Context: an optimization exercise on an open-source flow, tuned for small area and a short achievable clock period. The choices shown serve that exercise and are no tape-out recipe.
At most, simulation tests tie the RTL to the original design; equivalence was not proved.
Power and IR drop assume default switching activity.

==> inputs of trial 69 <==
// axis_wconv_v2
module axis_wconv_v2
#(
    parameter int B    = 16,
    parameter int NIN  = 12,
    parameter int NOUT = 16
) (
    input  logic              aclk,
    input  logic              areset,
    input  logic              s_axis_tvalid,
    output logic              s_axis_tready,
    input  logic [NIN*B-1:0]  s_axis_tdata,
    input  logic              s_axis_tlast,
    output logic              m_axis_tvalid,
    input  logic              m_axis_tready,
    output logic [NOUT*B-1:0] m_axis_tdata,
    output logic              m_axis_tlast
);
==> module wconv_sbuf, before the edit <==
module wconv_sbuf
#(
    parameter int B    = 16,
    parameter int NIN  = 12,
    parameter int NOUT = 16
) (
    input  logic              aclk,
    input  logic              areset,
    input  logic              push,
    input  logic              pop,
    input  logic [2:0]        cnt_g,
    input  logic [NIN*B-1:0]  in_dat,
    output logic [NOUT*B-1:0] head
);
    localparam int GW = 4 * B;      
    localparam int NG = 7;          
    localparam int NI = 3;          
    logic [NG*GW-1:0] grp;
    logic [NG*GW-1:0] grp_n;
    logic [NG-1:0] hold;
    logic [NG-1:0] shift;
    logic [NG*NI-1:0] wr;         
    always_comb begin
        for (int g = 0; g < NG; g++) begin
            for (int k = 0; k < NI; k++) begin
                if (g - k >= 0) begin
                    wr[g*NI+k] = push && (pop ? (g == k) : (int'(cnt_g) == g - k));
                end else begin
                    wr[g*NI+k] = 1'b0;
                end
            end
            shift[g] = pop && (g + 4 < NG);
            hold[g]  = !areset && !pop && !(push && (int'(cnt_g) <= g) && (g <= int'(cnt_g) + 2));
        end
        for (int g = 0; g < NG; g++) begin
            grp_n[g*GW +: GW] = {GW{hold[g]}} & grp[g*GW +: GW];
            if (g + 4 < NG) begin
                grp_n[g*GW +: GW] = grp_n[g*GW +: GW] | ({GW{shift[g]}} & grp[(g+4)*GW +: GW]);
            end
            for (int k = 0; k < NI; k++) begin
                grp_n[g*GW +: GW] = grp_n[g*GW +: GW] | ({GW{wr[g*NI+k]}} & in_dat[k*GW +: GW]);
            end
        end
    end
    always_ff @(posedge aclk) begin
        grp <= grp_n;
    end
    assign head = grp[NOUT*B-1:0];
endmodule
==> module axis_wconv_v2, before the edit <==
module axis_wconv_v2
#(
    parameter int B    = 16,
    parameter int NIN  = 12,
    parameter int NOUT = 16
) (
    input  logic              aclk,
    input  logic              areset,
    input  logic              s_axis_tvalid,
    output logic              s_axis_tready,
    input  logic [NIN*B-1:0]  s_axis_tdata,
    input  logic              s_axis_tlast,
    output logic              m_axis_tvalid,
    input  logic              m_axis_tready,
    output logic [NOUT*B-1:0] m_axis_tdata,
    output logic              m_axis_tlast
);
    logic [2:0] cnt_g;       
    logic       flush;
    logic       rdy_r;       
    logic       vld_r;       
    logic       lst_r;       
    logic [2:0] cnt_n;
    logic       flush_n;
    logic       s_hs;
    logic       m_hs;
    assign s_axis_tready = rdy_r && !areset;
    assign m_axis_tvalid = vld_r && !areset;
    assign m_axis_tlast  = lst_r && !areset;
    assign s_hs = s_axis_tvalid && rdy_r && !areset;
    assign m_hs = m_axis_tready && vld_r && !areset;
    always_comb begin
        cnt_n   = cnt_g;
        flush_n = flush;
        if (m_hs) begin
            cnt_n = (cnt_g >= 3'd4) ? cnt_g - 3'd4 : 3'd0;
        end
        if (s_hs) begin
            cnt_n = cnt_n + 3'd3;
        end
        if (m_hs && lst_r) begin
            flush_n = 1'b0;
        end else if (s_hs && s_axis_tlast) begin
            flush_n = 1'b1;
        end
    end
    always_ff @(posedge aclk) begin
        if (areset) begin
            cnt_g <= 3'd0;
            flush <= 1'b0;
            rdy_r <= 1'b1;
            vld_r <= 1'b0;
            lst_r <= 1'b0;
        end else begin
            cnt_g <= cnt_n;
            flush <= flush_n;
            rdy_r <= (cnt_n <= 3'd4) && !flush_n;
            vld_r <= (cnt_n >= 3'd4) || (flush_n && (cnt_n != 3'd0));
            lst_r <= flush_n && (cnt_n <= 3'd4);
        end
    end
    wconv_sbuf #(
        .B    (B),
        .NIN  (NIN),
        .NOUT (NOUT)
    ) u_sbuf (
        .aclk    (aclk),
        .areset  (areset),
        .push    (s_hs),
        .pop     (m_hs),
        .cnt_g   (cnt_g),
        .in_dat  (s_axis_tdata),
        .head    (m_axis_tdata)
    );
endmodule
clock: 7.0 ns
lec_check: 0
abc_area: 1
cap_margin: 20
core_margin: 2
core_utilization: 40
slew_margin: 20
standard.sh (not shown) runs the stock make flow with config.mk's settings and CLKGATE_MAP_FILE= SYNTH_SCRIPT=/design/flow/synth_recipe.tcl, a recipe that flattens the netlist after the stock synthesis.
==> flow/flow/run.sh <==
#!/bin/bash
# Standard layout, with the port buffers made from the smallest buffer cell instead of the
# cell buffer_ports picks by default (a slow delay cell).
set -euo pipefail
export BUFFER_PORTS_ARGS="-buffer_cell sky130_fd_sc_hd__buf_1"
bash standard.sh > make_finish.log 2>&1
==> inputs of build 67, as changes to trial 69 <==
--- a/flow/design.v
+++ b/flow/design.v
@@ -18,6 +18,6 @@
     input  logic              aclk,
-    input  logic              areset,
-    input  logic              push,
-    input  logic              pop,
-    input  logic [2:0]        cnt_g,
+    input  logic              s_valid,    
+    input  logic              m_ready,    
+    input  logic              m_vld,      
+    input  logic [4:0]        at,         
     input  logic [NIN*B-1:0]  in_dat,
@@ -30,10 +30,22 @@
     logic [NG*GW-1:0] grp_n;
-    logic [NG-1:0] hold;
-    logic [NG-1:0] shift;
-    logic [NG*NI-1:0] wr;         
+    logic             pop;
+    logic [NG-1:0]    hold;
+    logic [NG*NI-1:0] wr;           
+    logic [4:0]       at_le;        
+    assign pop = m_ready && m_vld;
     always_comb begin
+        at_le[0] = at[0];
+        for (int g = 1; g < 5; g++) begin
+            at_le[g] = at_le[g-1] || at[g];
+        end
         for (int g = 0; g < NG; g++) begin
             for (int k = 0; k < NI; k++) begin
-                if (g - k >= 0) begin
-                    wr[g*NI+k] = push && (pop ? (g == k) : (int'(cnt_g) == g - k));
+                if (g - k < 0) begin
+                    wr[g*NI+k] = 1'b0;
+                end else if (g - k == 0) begin
+                    wr[g*NI+k] = s_valid && (at[0] || (m_ready && at[4]));
+                end else if (g - k < 4) begin
+                    wr[g*NI+k] = s_valid && at[g-k];
+                end else if (g - k == 4) begin
+                    wr[g*NI+k] = s_valid && at[4] && !m_ready;
                 end else begin
@@ -42,4 +54,3 @@
             end
-            shift[g] = pop && (g + 4 < NG);
-            hold[g]  = !areset && !pop && !(push && (int'(cnt_g) <= g) && (g <= int'(cnt_g) + 2));
+            hold[g] = !(pop || (s_valid && at_le[(g < 4) ? g : 4]));
         end
@@ -48,3 +59,3 @@
             if (g + 4 < NG) begin
-                grp_n[g*GW +: GW] = grp_n[g*GW +: GW] | ({GW{shift[g]}} & grp[(g+4)*GW +: GW]);
+                grp_n[g*GW +: GW] = grp_n[g*GW +: GW] | ({GW{pop}} & grp[(g+4)*GW +: GW]);
             end
@@ -82,4 +93,6 @@
     logic       lst_r;       
+    logic [4:0] at_r;        
     logic [2:0] cnt_n;
     logic       flush_n;
+    logic       rdy_n;
     logic       s_hs;
@@ -89,4 +102,4 @@
     assign m_axis_tlast  = lst_r && !areset;
-    assign s_hs = s_axis_tvalid && rdy_r && !areset;
-    assign m_hs = m_axis_tready && vld_r && !areset;
+    assign s_hs = s_axis_tvalid && rdy_r;
+    assign m_hs = m_axis_tready && vld_r;
     always_comb begin
@@ -105,2 +118,3 @@
         end
+        rdy_n = (cnt_n <= 3'd4) && !flush_n;
     end
@@ -113,2 +127,3 @@
             lst_r <= 1'b0;
+            at_r  <= 5'b00001;
         end else begin
@@ -116,5 +131,8 @@
             flush <= flush_n;
-            rdy_r <= (cnt_n <= 3'd4) && !flush_n;
+            rdy_r <= rdy_n;
             vld_r <= (cnt_n >= 3'd4) || (flush_n && (cnt_n != 3'd0));
             lst_r <= flush_n && (cnt_n <= 3'd4);
+            for (int k = 0; k < 5; k++) begin
+                at_r[k] <= rdy_n && (cnt_n == 3'(k));
+            end
         end
@@ -127,6 +145,6 @@
         .aclk    (aclk),
-        .areset  (areset),
-        .push    (s_hs),
-        .pop     (m_hs),
-        .cnt_g   (cnt_g),
+        .s_valid (s_axis_tvalid),
+        .m_ready (m_axis_tready),
+        .m_vld   (vld_r),
+        .at      (at_r),
         .in_dat  (s_axis_tdata),
ABC_AREA = default   (was 1)
SETUP_SLACK_MARGIN = 3.7   (was default)
==> inputs of trial 95, as changes to trial 69 <==
--- a/flow/design.v
+++ b/flow/design.v
@@ -18,6 +18,6 @@
     input  logic              aclk,
-    input  logic              areset,
-    input  logic              push,
-    input  logic              pop,
-    input  logic [2:0]        cnt_g,
+    input  logic              s_valid,    
+    input  logic              m_ready,    
+    input  logic              m_vld,      
+    input  logic [4:0]        at,         
     input  logic [NIN*B-1:0]  in_dat,
@@ -30,10 +30,22 @@
     logic [NG*GW-1:0] grp_n;
-    logic [NG-1:0] hold;
-    logic [NG-1:0] shift;
-    logic [NG*NI-1:0] wr;         
+    logic             pop;
+    logic [NG-1:0]    hold;
+    logic [NG*NI-1:0] wr;           
+    logic [4:0]       at_le;        
+    assign pop = m_ready && m_vld;
     always_comb begin
+        at_le[0] = at[0];
+        for (int g = 1; g < 5; g++) begin
+            at_le[g] = at_le[g-1] || at[g];
+        end
         for (int g = 0; g < NG; g++) begin
             for (int k = 0; k < NI; k++) begin
-                if (g - k >= 0) begin
-                    wr[g*NI+k] = push && (pop ? (g == k) : (int'(cnt_g) == g - k));
+                if (g - k < 0) begin
+                    wr[g*NI+k] = 1'b0;
+                end else if (g - k == 0) begin
+                    wr[g*NI+k] = s_valid && (at[0] || (m_ready && at[4]));
+                end else if (g - k < 4) begin
+                    wr[g*NI+k] = s_valid && at[g-k];
+                end else if (g - k == 4) begin
+                    wr[g*NI+k] = s_valid && at[4] && !m_ready;
                 end else begin
@@ -42,4 +54,3 @@
             end
-            shift[g] = pop && (g + 4 < NG);
-            hold[g]  = !areset && !pop && !(push && (int'(cnt_g) <= g) && (g <= int'(cnt_g) + 2));
+            hold[g] = !(pop || (s_valid && at_le[(g < 4) ? g : 4]));
         end
@@ -48,3 +59,3 @@
             if (g + 4 < NG) begin
-                grp_n[g*GW +: GW] = grp_n[g*GW +: GW] | ({GW{shift[g]}} & grp[(g+4)*GW +: GW]);
+                grp_n[g*GW +: GW] = grp_n[g*GW +: GW] | ({GW{pop}} & grp[(g+4)*GW +: GW]);
             end
@@ -82,4 +93,6 @@
     logic       lst_r;       
+    logic [4:0] at_r;        
     logic [2:0] cnt_n;
     logic       flush_n;
+    logic       rdy_n;
     logic       s_hs;
@@ -89,4 +102,4 @@
     assign m_axis_tlast  = lst_r && !areset;
-    assign s_hs = s_axis_tvalid && rdy_r && !areset;
-    assign m_hs = m_axis_tready && vld_r && !areset;
+    assign s_hs = s_axis_tvalid && rdy_r;
+    assign m_hs = m_axis_tready && vld_r;
     always_comb begin
@@ -105,2 +118,3 @@
         end
+        rdy_n = (cnt_n <= 3'd4) && !flush_n;
     end
@@ -113,2 +127,3 @@
             lst_r <= 1'b0;
+            at_r  <= 5'b00001;
         end else begin
@@ -116,5 +131,8 @@
             flush <= flush_n;
-            rdy_r <= (cnt_n <= 3'd4) && !flush_n;
+            rdy_r <= rdy_n;
             vld_r <= (cnt_n >= 3'd4) || (flush_n && (cnt_n != 3'd0));
             lst_r <= flush_n && (cnt_n <= 3'd4);
+            for (int k = 0; k < 5; k++) begin
+                at_r[k] <= rdy_n && (cnt_n == 3'(k));
+            end
         end
@@ -127,6 +145,6 @@
         .aclk    (aclk),
-        .areset  (areset),
-        .push    (s_hs),
-        .pop     (m_hs),
-        .cnt_g   (cnt_g),
+        .s_valid (s_axis_tvalid),
+        .m_ready (m_axis_tready),
+        .m_vld   (vld_r),
+        .at      (at_r),
         .in_dat  (s_axis_tdata),
ABC_AREA = default   (was 1)
CORE_UTILIZATION = 55   (was 40)
CTS_BUF_LIST = sky130_fd_sc_hd__clkbuf_4 sky130_fd_sc_hd__clkbuf_8   (was default)
CTS_CLUSTER_DIAMETER = 50   (was default)
CTS_CLUSTER_SIZE = 16   (was default)
SETUP_SLACK_MARGIN = 3.7   (was default)
==> comparison <==
Build 67 completed with no timing, DRC or antenna violations. Trial 95 passed the timing, design-rule and antenna checks. Trial 69 finished clean. In combinational power, build 67 and trial 95 hardly differ. Of trial 69 and trial 95, trial 69 has the higher worst hold slack (gap 11 ps). Sequential power: trial 69 is lower than build 67 (about 20%). The lowest first-iteration DRC count belongs to trial 69, the highest to trial 95. Maximum frequency: trial 69 < trial 95 < build 67. Synthesized cell count: build 67 is smaller than trial 69 (38%). Against trial 69, the wire length of build 67 is smaller by 20%. In trial 95 the clock skew is higher than in trial 69, by 30 ps.
Only the layout flow was run in build 67 and trial 95; the RTL was not checked for function there.

static timing again, ports no longer ideal:
In the flow no input, the clock included, has a driving cell. The finished layouts below were timed again as built, in two steps.
Step 1: set_driving_cell puts a clkbuf_16 on aclk and a buf_2 on each other input, an assumption about the parent block.
Step 2 times the ports against the registers' clock, not the clock port: input delays grow and output delays shrink by t, the midpoint of the rising clock arrivals with the driver on.
Three values: ideal, step 1, step 2; two values: the first two.
run	shift t [ns]	setup WS [ns]	worst setup path after step 2	clock arrival spread, ns	pins driven straight from the clock port
trial 69	0.644	3.240 / 3.283 / 2.639	input to register	0.022 / 0.022	1
build 67	0.633	3.761 / 3.739 / 3.209	input to register	0.017 / 0.017	1
trial 95	0.675	3.757 / 3.740 / 3.105	input to register	0.046 / 0.046	1
After both steps setup and hold are still met in every run listed. The setup slack of trial 95, which loses most, moves by -0.017 ns with the drivers and by -0.652 ns with both steps.
